This design comes from an exercise in tuning for small area, a short achievable clock period and few clock cycles per item on the open sky130 flow, not from production work. Function was checked by simulation only, so behaviour that the tests miss may differ from the original. No activity file was given, so power comes from the tool's default toggle rates.

Setup of run A:
==> flow/design.v <==
`default_nettype none
package strs_pkg;
	localparam int ValueW  = 32;
	localparam int TimeW   = 32;
	localparam int CfgIdxW = 2;
	localparam int CfgW    = 32;
	typedef enum logic {
		CMD_SAMPLE = 1'b0,
		CMD_TICK   = 1'b1
	} cmd_t;
	localparam logic [CfgIdxW-1:0] CFG_REPORT_MIN = 2'd0;
	localparam logic [CfgIdxW-1:0] CFG_REPORT_MAX = 2'd1;
	localparam logic [CfgIdxW-1:0] CFG_ON_CHANGE  = 2'd2;
	localparam int CodeMinBit = 0;
	localparam int CodeMaxBit = 1;
	typedef struct packed {
		logic                     command;
		logic signed [ValueW-1:0] sample_value;
		logic                     sample_valid;
	} item_t;
	typedef struct packed {
		logic                     value_changed;
		logic [1:0]               min_max_code;
		logic                     report_due;
		logic signed [ValueW-1:0] current_value;
		logic                     current_valid;
		logic signed [ValueW-1:0] min_value;
		logic signed [ValueW-1:0] max_value;
		logic                     min_max_valid;
	} result_t;
endpackage
`default_nettype wire
`default_nettype none
module sample_tracker_report_scheduler (
	input  wire logic                              clk,
	input  wire logic                              arst_n,
	input  wire logic                              cfg_write,
	input  wire logic [strs_pkg::CfgIdxW-1:0]      cfg_index,
	input  wire logic [strs_pkg::CfgW-1:0]         cfg_data,
	input  wire logic                              item_valid,
	output logic                                   item_ready,
	input  wire logic [33:0]                       item,
	output logic                                   result_valid,
	input  wire logic                              result_ready,
	output logic [101:0]                           result
);
	logic [strs_pkg::TimeW-1:0] report_min_q;
	logic [strs_pkg::TimeW-1:0] report_max_q;
	logic                       on_change_q;
	logic [strs_pkg::TimeW-1:0]          elapsed_q;   
	logic signed [strs_pkg::ValueW-1:0]  value_q;
	logic                                valid_q;
	logic                                pending_q;
	logic signed [strs_pkg::ValueW-1:0]  min_q;
	logic signed [strs_pkg::ValueW-1:0]  max_q;
	logic                                ext_valid_q;
	logic res_valid_q;
	logic changed_q;
	logic new_min_q;
	logic new_max_q;
	logic due_q;
	logic                               is_tick;
	logic signed [strs_pkg::ValueW-1:0] in_value;
	logic                               in_ok;
	logic                               accept;
	logic                               take_sample;
	logic                               take_tick;
	logic                               same;
	logic                               new_min;
	logic                               new_max;
	logic                               gt_min;
	logic                               gt_max;
	logic                               wrap;
	logic                               due;
	function automatic logic ult32(input logic [31:0] a, input logic [31:0] b);
		logic [31:0] l;
		logic [31:0] g;
		l = ~a & b;
		g = a & ~b;
		for (int w = 16; w >= 1; w = w / 2) begin
			for (int j = 0; j < w; j++) begin
				l[j] = l[2*j+1] | (~g[2*j+1] & l[2*j]);
				g[j] = g[2*j+1] | (~l[2*j+1] & g[2*j]);
			end
		end
		ult32 = l[0];
	endfunction
	function automatic logic slt32(input logic [31:0] a, input logic [31:0] b);
		slt32 = ult32({~a[31], a[30:0]}, {~b[31], b[30:0]});
	endfunction
	function automatic logic [31:0] inc32(input logic [31:0] a);
		logic [31:0] r;
		for (int i = 0; i < 32; i++) begin
			r[i] = a[i] ^ (&(a | ~((32'd1 << i) - 32'd1)));
		end
		inc32 = r;
	endfunction
	assign is_tick  = item[33];
	assign in_value = item[32:1];
	assign in_ok    = item[0];
	assign item_ready   = !res_valid_q || result_ready;
	assign accept       = item_valid && item_ready;
	assign take_sample  = accept && !is_tick;
	assign take_tick    = accept && is_tick;
	assign result_valid = res_valid_q;
	assign result = {changed_q, new_max_q, new_min_q, due_q,
	                 value_q, valid_q, min_q, max_q, ext_valid_q};
	assign same    = in_ok && valid_q && (in_value == value_q);
	assign new_max = in_ok && (!ext_valid_q || slt32(max_q, in_value));
	assign new_min = in_ok && (!ext_valid_q || slt32(in_value, min_q));
	assign wrap   = &elapsed_q;
	assign gt_min = !wrap && !ult32(elapsed_q, report_min_q);
	assign gt_max = !wrap && !ult32(elapsed_q, report_max_q);
	assign due    = (report_min_q != '0) &&
		(on_change_q ? ((pending_q && gt_min) || gt_max) : gt_min);
	always_ff @(posedge clk or negedge arst_n) begin
		if (!arst_n) begin
			report_min_q <= '0;
			report_max_q <= '0;
			on_change_q  <= 1'b0;
		end else if (cfg_write) begin
			unique case (cfg_index)
				strs_pkg::CFG_REPORT_MIN: report_min_q <= cfg_data;
				strs_pkg::CFG_REPORT_MAX: report_max_q <= cfg_data;
				strs_pkg::CFG_ON_CHANGE:  on_change_q  <= cfg_data[0];
				default: ;    
			endcase
		end
	end
	always_ff @(posedge clk or negedge arst_n) begin
		if (!arst_n) begin
			res_valid_q <= 1'b0;
		end else if (accept) begin
			res_valid_q <= 1'b1;
		end else if (result_ready) begin
			res_valid_q <= 1'b0;
		end
	end
	always_ff @(posedge clk or negedge arst_n) begin
		if (!arst_n) begin
			changed_q <= 1'b0;
			new_min_q <= 1'b0;
			new_max_q <= 1'b0;
			due_q     <= 1'b0;
		end else if (accept) begin
			changed_q <= !is_tick && !same;
			new_min_q <= !is_tick && new_min;
			new_max_q <= !is_tick && new_max;
			due_q     <= is_tick && due;
		end
	end
	always_ff @(posedge clk or negedge arst_n) begin
		if (!arst_n) begin
			value_q     <= '0;
			valid_q     <= 1'b0;
			min_q       <= '0;
			max_q       <= '0;
			ext_valid_q <= 1'b0;
		end else if (take_sample) begin
			value_q <= in_ok ? in_value : '0;
			valid_q <= in_ok;
			if (new_min) begin
				min_q <= in_value;
			end
			if (new_max) begin
				max_q <= in_value;
			end
			if (in_ok) begin
				ext_valid_q <= 1'b1;
			end
		end
	end
	always_ff @(posedge clk or negedge arst_n) begin
		if (!arst_n) begin
			elapsed_q <= '0;
			pending_q <= 1'b0;
		end else if (take_sample) begin
			if (!same) begin
				pending_q <= 1'b1;
			end
		end else if (take_tick) begin
			if (due) begin
				elapsed_q <= '0;
				pending_q <= 1'b0;
			end else begin
				elapsed_q <= inc32(elapsed_q);
			end
		end
	end
endmodule
`default_nettype wire
==> flow/config.mk <==
export PLATFORM = sky130hd
export DESIGN_NAME = sample_tracker_report_scheduler
export DESIGN_NICKNAME = sample_tracker_report_scheduler
export VERILOG_FILES = /design/flow/design.v
export SDC_FILE = /design/flow/constraint.sdc
export NUM_CORES = 4
export LEC_CHECK = 0
export ABC_AREA = 1
export CAP_MARGIN = 20
export CORE_MARGIN = 2
export CORE_UTILIZATION = 60
export CTS_BUF_LIST = sky130_fd_sc_hd__clkbuf_8
export CTS_CLUSTER_DIAMETER = 150
export CTS_CLUSTER_SIZE = 15
export SETUP_SLACK_MARGIN = 3.8
export SLEW_MARGIN = 20
==> flow/constraint.sdc <==
create_clock -name core_clock -period 6.5 [get_ports {clk}]
set_input_delay 1.3000 -clock core_clock [delete_from_list [all_inputs] [get_ports {clk}]]
set_output_delay 1.3000 -clock core_clock [all_outputs]
set_load 0.01 [all_outputs]
standard.sh (not shown) runs the stock make flow with config.mk's settings and CLKGATE_MAP_FILE= SYNTH_SCRIPT=/design/flow/synth_recipe.tcl, a recipe that flattens the netlist after the stock synthesis.
==> flow/flow/run.sh <==
#!/bin/bash
# The standard layout (standard.sh: the standard flow's synthesis and ORFS flow, unchanged),
# except that the buffer global placement puts on every input and output port
# is the smallest plain buffer (buf_1) rather than the one buffer_ports picks
# by default; repair may still resize it.
set -euo pipefail
bash standard.sh "BUFFER_PORTS_ARGS=-buffer_cell sky130_fd_sc_hd__buf_1"  finish > standard_flow.log 2>&1
Testbench counts of run A, summed over its fixed seeds: cycles 16,016, items 16,000.
What run B does differently from run A at the input level:
Settings: CORE_UTILIZATION: 60 -> 70.
Notes after the runs:
Looking only at power, and setting everything else aside, the lower value of run B and run A goes to run A.
Diff run A -> run B: global-route usage over all layers higher, number of rows created at floorplan went down by 4, count of state elements after synthesis now sits at about the same level, clock period minus final worst setup slack lower, net switching power figure increased 1.5%.
Summary of run B over run A: via count of the routed design now sits higher, sum of net half-perimeters after detailed placement now sits higher.
The following lists how run C was set up differently from run B:
Settings: CTS_CLUSTER_SIZE no longer set, was 15; CORE_UTILIZATION now 40, was 70; CTS_BUF_LIST no longer set, was sky130_fd_sc_hd__clkbuf_8; CTS_CLUSTER_DIAMETER no longer set, was 150; SETUP_SLACK_MARGIN now 3.5, was 3.8.
==> flow/run.sh (new file) <==
#!/bin/bash
# synth_recipe.tcl (not shown) runs the flow's synth.tcl, then flattens the netlist and writes it again
# the make line also repeats each setting of config.mk as NAME=value (left out here)
make -C /OpenROAD-flow-scripts/flow DESIGN_CONFIG=/design/flow/config.mk WORK_HOME=/design/flow/orfs CLKGATE_MAP_FILE= SYNTH_SCRIPT=/design/flow/synth_recipe.tcl finish
removed: flow/flow/run.sh
removed: flow/standard.sh
### Flow results
Worst path setup slack after routing, run C and run B: smaller value in run C
Total power, run C and run B: smaller value in run B
Run C against run B: routed wire length went up by about 10%, share of flip-flops with an asynchronous set or reset comparable.

[static timing again, ports no longer ideal]
The flow's constraints put no driver on any port. The routed layouts listed below were extracted and timed again, unchanged, in two steps.
Step 1: set_driving_cell puts a clkbuf_16 on clk and a buf_2 on each other input, an assumption about the parent block.
Step 2 moves the port delays by t, midway between the first and last clock arrival at a register: inputs arrive t later, outputs are due t later. That takes back most of the time a late clock gives input paths.
a / b / c = no drivers / after step 1 / after step 2; a / b = the first two.
run | t, ns | setup WS [ns] | clock arrival spread, ns
run A | 0.570 | 3.592 / 3.571 / 3.285 | 0.025 / 0.025
run B | 0.565 | 3.606 / 3.572 / 3.267 | 0.030 / 0.030
run C | 0.569 | 3.576 / 3.552 / 3.070 | 0.015 / 0.014
After both steps setup and hold are still met in every run listed. For run C, which loses most, drivers alone change the setup slack by -0.024 ns; drivers and shift together by -0.506 ns.
